What follows belongs to an exercise in optimizing a design on an open flow for small area, a short achievable clock period and few clock cycles per item; a production flow would make more cautious choices. RTL that was checked went through simulation tests only; none was proved equivalent to the original. Power figures rest on the tool's default switching activity, not on a simulated workload.

Design bresenham_line_stepper_top, start of the top module:
module bresenham_line_stepper_top #(
    parameter int COORD_BITS = 12
) (
    input  wire logic                               i_clk,
    input  wire logic                               i_rst_n,
    input  wire logic                               i_req_valid,
    output logic                                    o_req_ready,
    input  wire logic                               i_req_type,
    input  wire logic [COORD_BITS-1:0]              i_req_x_start,
    input  wire logic [COORD_BITS-1:0]              i_req_y_start,
    input  wire logic [COORD_BITS-1:0]              i_req_x_end,
    input  wire logic [COORD_BITS-1:0]              i_req_y_end,
    output logic                                    o_pix_valid,
    input  wire logic                               i_pix_ready,
    output logic                                    o_pix_pixel_valid,
    output logic [COORD_BITS-1:0]                   o_pix_pixel_x,
    output logic [COORD_BITS-1:0]                   o_pix_pixel_y,
    output logic                                    o_pix_in_image,
    output logic                                    o_pix_last_pixel,
    output logic [bls_pkg::COLOR_W-1:0]             o_pix_pixel_red,
    output logic [bls_pkg::COLOR_W-1:0]             o_pix_pixel_green,
    output logic [bls_pkg::COLOR_W-1:0]             o_pix_pixel_blue,
    input  wire logic                               i_cfg_we,
    input  wire logic [bls_pkg::CFG_IDX_W-1:0]      i_cfg_idx,
    input  wire logic [bls_pkg::CFG_DATA_W-1:0]     i_cfg_data
);
Size: ~240 flip-flops, roughly 150 I/O pins.
clock: 20.0 ns
lec_check: 0
cap_margin: 20
core_margin: 2
core_utilization: 40
cts_buf_list: sky130_fd_sc_hd__clkbuf_16
cts_cluster_diameter: 100
cts_cluster_size: 20
slew_margin: 20
standard.sh (not shown) runs the stock make flow with config.mk's settings and CLKGATE_MAP_FILE= SYNTH_SCRIPT=/design/flow/synth_recipe.tcl, a recipe that flattens the netlist after the stock synthesis.
==> flow/flow/run.sh <==
#!/bin/bash
set -e
export BUFFER_PORTS_ARGS="-buffer_cell sky130_fd_sc_hd__buf_1"
export SETUP_SLACK_MARGIN=14.6
bash standard.sh > standard.log 2>&1
Testbench counts at the start, summed over its fixed seeds: cycles 48,523, items 48,507.
Change:
--- a/flow/design.v
+++ b/flow/design.v
@@ -195,50 +195,53 @@
             r_q_in0  <= ({1'b0, i_req_x_start} < r_width) && ({1'b0, i_req_y_start} < r_height);
             r_q_in1  <= ({1'b0, i_req_x_end} < r_width) && ({1'b0, i_req_y_end} < r_height);
         end
     end
     logic [C:0]   ex, ey;
     logic         sx, sy;
     logic [C-1:0] adx, ady;
     logic [C:0]   diff;
-    logic         s_steep;
+    logic         s_steep, s_swap;
     logic [C-1:0] s_x, s_y, s_da, s_db;
     logic         s_last, s_in;
     always_comb begin
         ex      = {1'b0, r_q_x1} - {1'b0, r_q_x0};
         ey      = {1'b0, r_q_y1} - {1'b0, r_q_y0};
         sx      = ex[C];
         sy      = ey[C];
         adx     = absdiff(ex);
         ady     = absdiff(ey);
         diff    = {1'b0, ady} - {1'b0, adx};
         s_steep = !diff[C];
-        s_x     = s_steep ? (sy ? r_q_x1 : r_q_x0) : (sx ? r_q_x1 : r_q_x0);
-        s_y     = s_steep ? (sy ? r_q_y1 : r_q_y0) : (sx ? r_q_y1 : r_q_y0);
-        s_in    = s_steep ? (sy ? r_q_in1 : r_q_in0) : (sx ? r_q_in1 : r_q_in0);
+        s_swap  = s_steep ? sy : sx;
+        s_x     = s_swap ? r_q_x1 : r_q_x0;
+        s_y     = s_swap ? r_q_y1 : r_q_y0;
+        s_in    = s_swap ? r_q_in1 : r_q_in0;
         s_da    = s_steep ? ady : adx;
         s_db    = s_steep ? adx : ady;
         s_last  = (r_q_x0 == r_q_x1) && (r_q_y0 == r_q_y1);
     end
     logic         cond;
     logic         x_inc, x_dec, y_inc, y_dec;
     logic [C-1:0] t_x, t_y;
     logic [C:0]   t_f, c_f;
+    logic [C+1:0] t_fw;
     always_comb begin
         c_f   = r_l_fresh ? {1'b0, r_l_db} + ~{2'b00, r_l_n[C-1:1]} : r_l_f;
         cond  = !c_f[C];
         x_inc = !r_l_steep || (cond && !r_l_down);
         x_dec = r_l_steep && cond && r_l_down;
         y_inc = r_l_steep || (cond && !r_l_down);
         y_dec = !r_l_steep && cond && r_l_down;
         t_x   = incdec(r_l_x, x_inc, x_dec);
         t_y   = incdec(r_l_y, y_inc, y_dec);
-        t_f   = c_f + (cond ? {1'b1, r_l_dm ^ {C{r_l_steep}}} : {1'b0, r_l_db})
-                    + {{C{1'b0}}, cond && r_l_steep};
+        t_fw  = {c_f, 1'b1} + {(cond ? {1'b1, r_l_dm ^ {C{r_l_steep}}} : {1'b0, r_l_db}),
+                               cond && r_l_steep};
+        t_f   = t_fw[C+1:1];
     end
     logic         n_pv;
     logic [C-1:0] n_x, n_y;
     logic         n_in;
     always_comb begin
         n_pv = is_start || active;
         n_x  = is_start ? s_x : active ? t_x : '0;
         n_y  = is_start ? s_y : active ? t_y : '0;
Effect:
- worst setup slack got worse by 0.0073 ns
- clock-buffer cell count went down by 1
- total power went down by 2.8%
- synthesized area is about the same
- clock power went up by 6.6%
- routed wire length went down by 3.8%
- combinational power went down by 9.5%
Testbench counts after the change, summed over its fixed seeds: cycles 48,523, items 48,507.

* * *

## v6
bresenham_line_stepper_top, a different RTL version from the one above (not shown whole).
Size in the first run: about 1300 cells after synthesis, roughly 240 flip-flops, ~150 I/O pins, roughly 14000 um^2 of cells after synthesis.
Settings: LEC_CHECK=0, CAP_MARGIN=20, CORE_MARGIN=2, CORE_UTILIZATION=40, CTS_BUF_LIST=sky130_fd_sc_hd__clkbuf_8, CTS_CLUSTER_DIAMETER=60, CTS_CLUSTER_SIZE=12, SLEW_MARGIN=20; clock period 20.0 ns.
Scripts as last shown in full above: flow/flow/run.sh
--- input diff v6..v7 ---
--- a/flow/design.v
+++ b/flow/design.v
@@ -151,20 +151,22 @@
     always_ff @(posedge i_clk) begin
         if (cfg_en[0]) r_width  <= cfg_w[bls_pkg::DIM_W-1:0];
         if (cfg_en[1]) r_height <= cfg_h[bls_pkg::DIM_W-1:0];
         if (cfg_en[2]) r_red    <= cfg_pick(bls_pkg::RST_DRAW_RED);
         if (cfg_en[3]) r_green  <= cfg_pick(bls_pkg::RST_DRAW_GREEN);
         if (cfg_en[4]) r_blue   <= cfg_pick(bls_pkg::RST_DRAW_BLUE);
     end
     logic          r_q_valid;
     logic          r_q_type;
     logic [C-1:0]  r_q_x0, r_q_y0, r_q_x1, r_q_y1;
+    logic [C:0]    r_q_ex, r_q_ey;      
+    logic          r_q_in0, r_q_in1;    
     logic                r_l_pend;
     logic                r_l_pv;
     logic                r_l_last;
     logic                r_l_in;
     logic [C-1:0]        r_l_x, r_l_y;
     logic                r_l_steep;
     logic                r_l_down;
     logic [C-1:0]        r_l_n;
     logic [C-1:0]        r_l_db;
     logic [C-1:0]        r_l_dm;
@@ -183,43 +185,45 @@
     assign o_load   = o_free && (r_l_pend || push);
     assign is_start = (r_q_type == bls_pkg::REQ_START);
     assign active   = r_l_pv && !r_l_last;
     always_ff @(posedge i_clk) begin
         if (q_en) begin
             r_q_type <= i_req_type;
             r_q_x0   <= i_req_x_start;
             r_q_y0   <= i_req_y_start;
             r_q_x1   <= i_req_x_end;
             r_q_y1   <= i_req_y_end;
+            r_q_ex   <= {1'b0, i_req_x_end} - {1'b0, i_req_x_start};
+            r_q_ey   <= {1'b0, i_req_y_end} - {1'b0, i_req_y_start};
+            r_q_in0  <= ({1'b0, i_req_x_start} < r_width) && ({1'b0, i_req_y_start} < r_height);
+            r_q_in1  <= ({1'b0, i_req_x_end} < r_width) && ({1'b0, i_req_y_end} < r_height);
         end
     end
-    logic [C:0]   ex, ey;
     logic         sx, sy;
     logic [C-1:0] adx, ady;
     logic [C:0]   diff;
     logic         s_steep;
     logic [C-1:0] s_x, s_y, s_da, s_db;
-    logic         s_last;
+    logic         s_last, s_in;
     always_comb begin
-        ex      = {1'b0, r_q_x1} - {1'b0, r_q_x0};
-        ey      = {1'b0, r_q_y1} - {1'b0, r_q_y0};
-        sx      = ex[C];
-        sy      = ey[C];
-        adx     = absdiff(ex);
-        ady     = absdiff(ey);
+        sx      = r_q_ex[C];
+        sy      = r_q_ey[C];
+        adx     = absdiff(r_q_ex);
+        ady     = absdiff(r_q_ey);
         diff    = {1'b0, ady} - {1'b0, adx};
         s_steep = !diff[C];
         s_x     = s_steep ? (sy ? r_q_x1 : r_q_x0) : (sx ? r_q_x1 : r_q_x0);
         s_y     = s_steep ? (sy ? r_q_y1 : r_q_y0) : (sx ? r_q_y1 : r_q_y0);
+        s_in    = s_steep ? (sy ? r_q_in1 : r_q_in0) : (sx ? r_q_in1 : r_q_in0);
         s_da    = s_steep ? ady : adx;
         s_db    = s_steep ? adx : ady;
-        s_last  = (r_q_x0 == r_q_x1) && (r_q_y0 == r_q_y1);
+        s_last  = (r_q_ex == '0) && (r_q_ey == '0);
     end
     logic         cond;
     logic         x_inc, x_dec, y_inc, y_dec;
     logic [C-1:0] t_x, t_y;
     logic [C:0]   t_f, c_f;
     always_comb begin
         c_f   = r_l_fresh ? {1'b0, r_l_db} + ~{2'b00, r_l_n[C-1:1]} : r_l_f;
         cond  = !c_f[C];
         x_inc = !r_l_steep || (cond && !r_l_down);
         x_dec = r_l_steep && cond && r_l_down;
@@ -230,21 +234,22 @@
         t_f   = c_f + (cond ? {1'b1, r_l_dm ^ {C{r_l_steep}}} : {1'b0, r_l_db})
                     + {{C{1'b0}}, cond && r_l_steep};
     end
     logic         n_pv;
     logic [C-1:0] n_x, n_y;
     logic         n_in;
     always_comb begin
         n_pv = is_start || active;
         n_x  = is_start ? s_x : active ? t_x : '0;
         n_y  = is_start ? s_y : active ? t_y : '0;
-        n_in = n_pv && ({1'b0, n_x} < r_width) && ({1'b0, n_y} < r_height);
+        n_in = is_start ? s_in
+             : active && ({1'b0, t_x} < r_width) && ({1'b0, t_y} < r_height);
     end
     logic q_valid_nx, l_pend_nx, o_valid_nx, o_pv_nx;
     always_comb begin
         q_valid_nx = q_en ? i_req_valid : r_q_valid;
         l_pend_nx  = r_l_pend ? !o_free : (push && !o_free);
         o_valid_nx = o_free ? (r_l_pend || push) : 1'b1;
         if (!i_rst_n) begin
             q_valid_nx = 1'b0;
             l_pend_nx  = 1'b0;
             o_valid_nx = 1'b0;
Side by side, register fraction of the total cell area turned out higher in v7 than in v6.
Compared to v6, v7 has smallest setup slack after layout 0.83 ns higher.
Comparing synthesized area for v7 and v6, the bigger number came from v7.
Compared with v6, v7 shows a lower final critical-path share of the clock period.
Clock distribution area overhead in the final layout delta (v6 -> v7): insignificant
Critical path endpoint: o_pix_pixel_red[3] -> v7, r_o_in -> v6
v6 reports its path type of the worst setup path as flip-flop to flip-flop while v7 reports flip-flop to output pin.
Testbench counts of v7, summed over its fixed seeds: cycles 48,523, items 48,507.
The RTL of v6 was laid out without a check of its function.

==> what the ideal ports hide <==
The flow's constraints put no driver on any port. The routed layouts listed below were extracted and timed again, unchanged, in two steps.
Step 1: set_driving_cell puts a clkbuf_16 on i_clk and a buf_2 on each other input, an assumption about the parent block.
Step 2, shift: input delay + t, output delay - t, t = (earliest + latest rising clock arrival at the registers) / 2. This alone moves slack from input paths to output paths.
Three values: ideal ports, drivers, drivers and shift; two values: the first two.
run	t (ns)	setup WS [ns]	worst setup path at the end	pins driven straight from the clock port
the first run of note 1	0.555	14.629 / 14.599 / 14.091	input to register	1
the second run of note 1	0.566	14.621 / 14.565 / 14.212	input to register	1
v6	0.647	13.684 / 13.684 / 13.684	register to register	1
v7	0.659	14.513 / 14.471 / 13.948	input to register	1
After both steps setup and hold are still met in every run listed. The setup slack of v7, which loses most, moves by -0.042 ns with the drivers and by -0.565 ns with both steps.
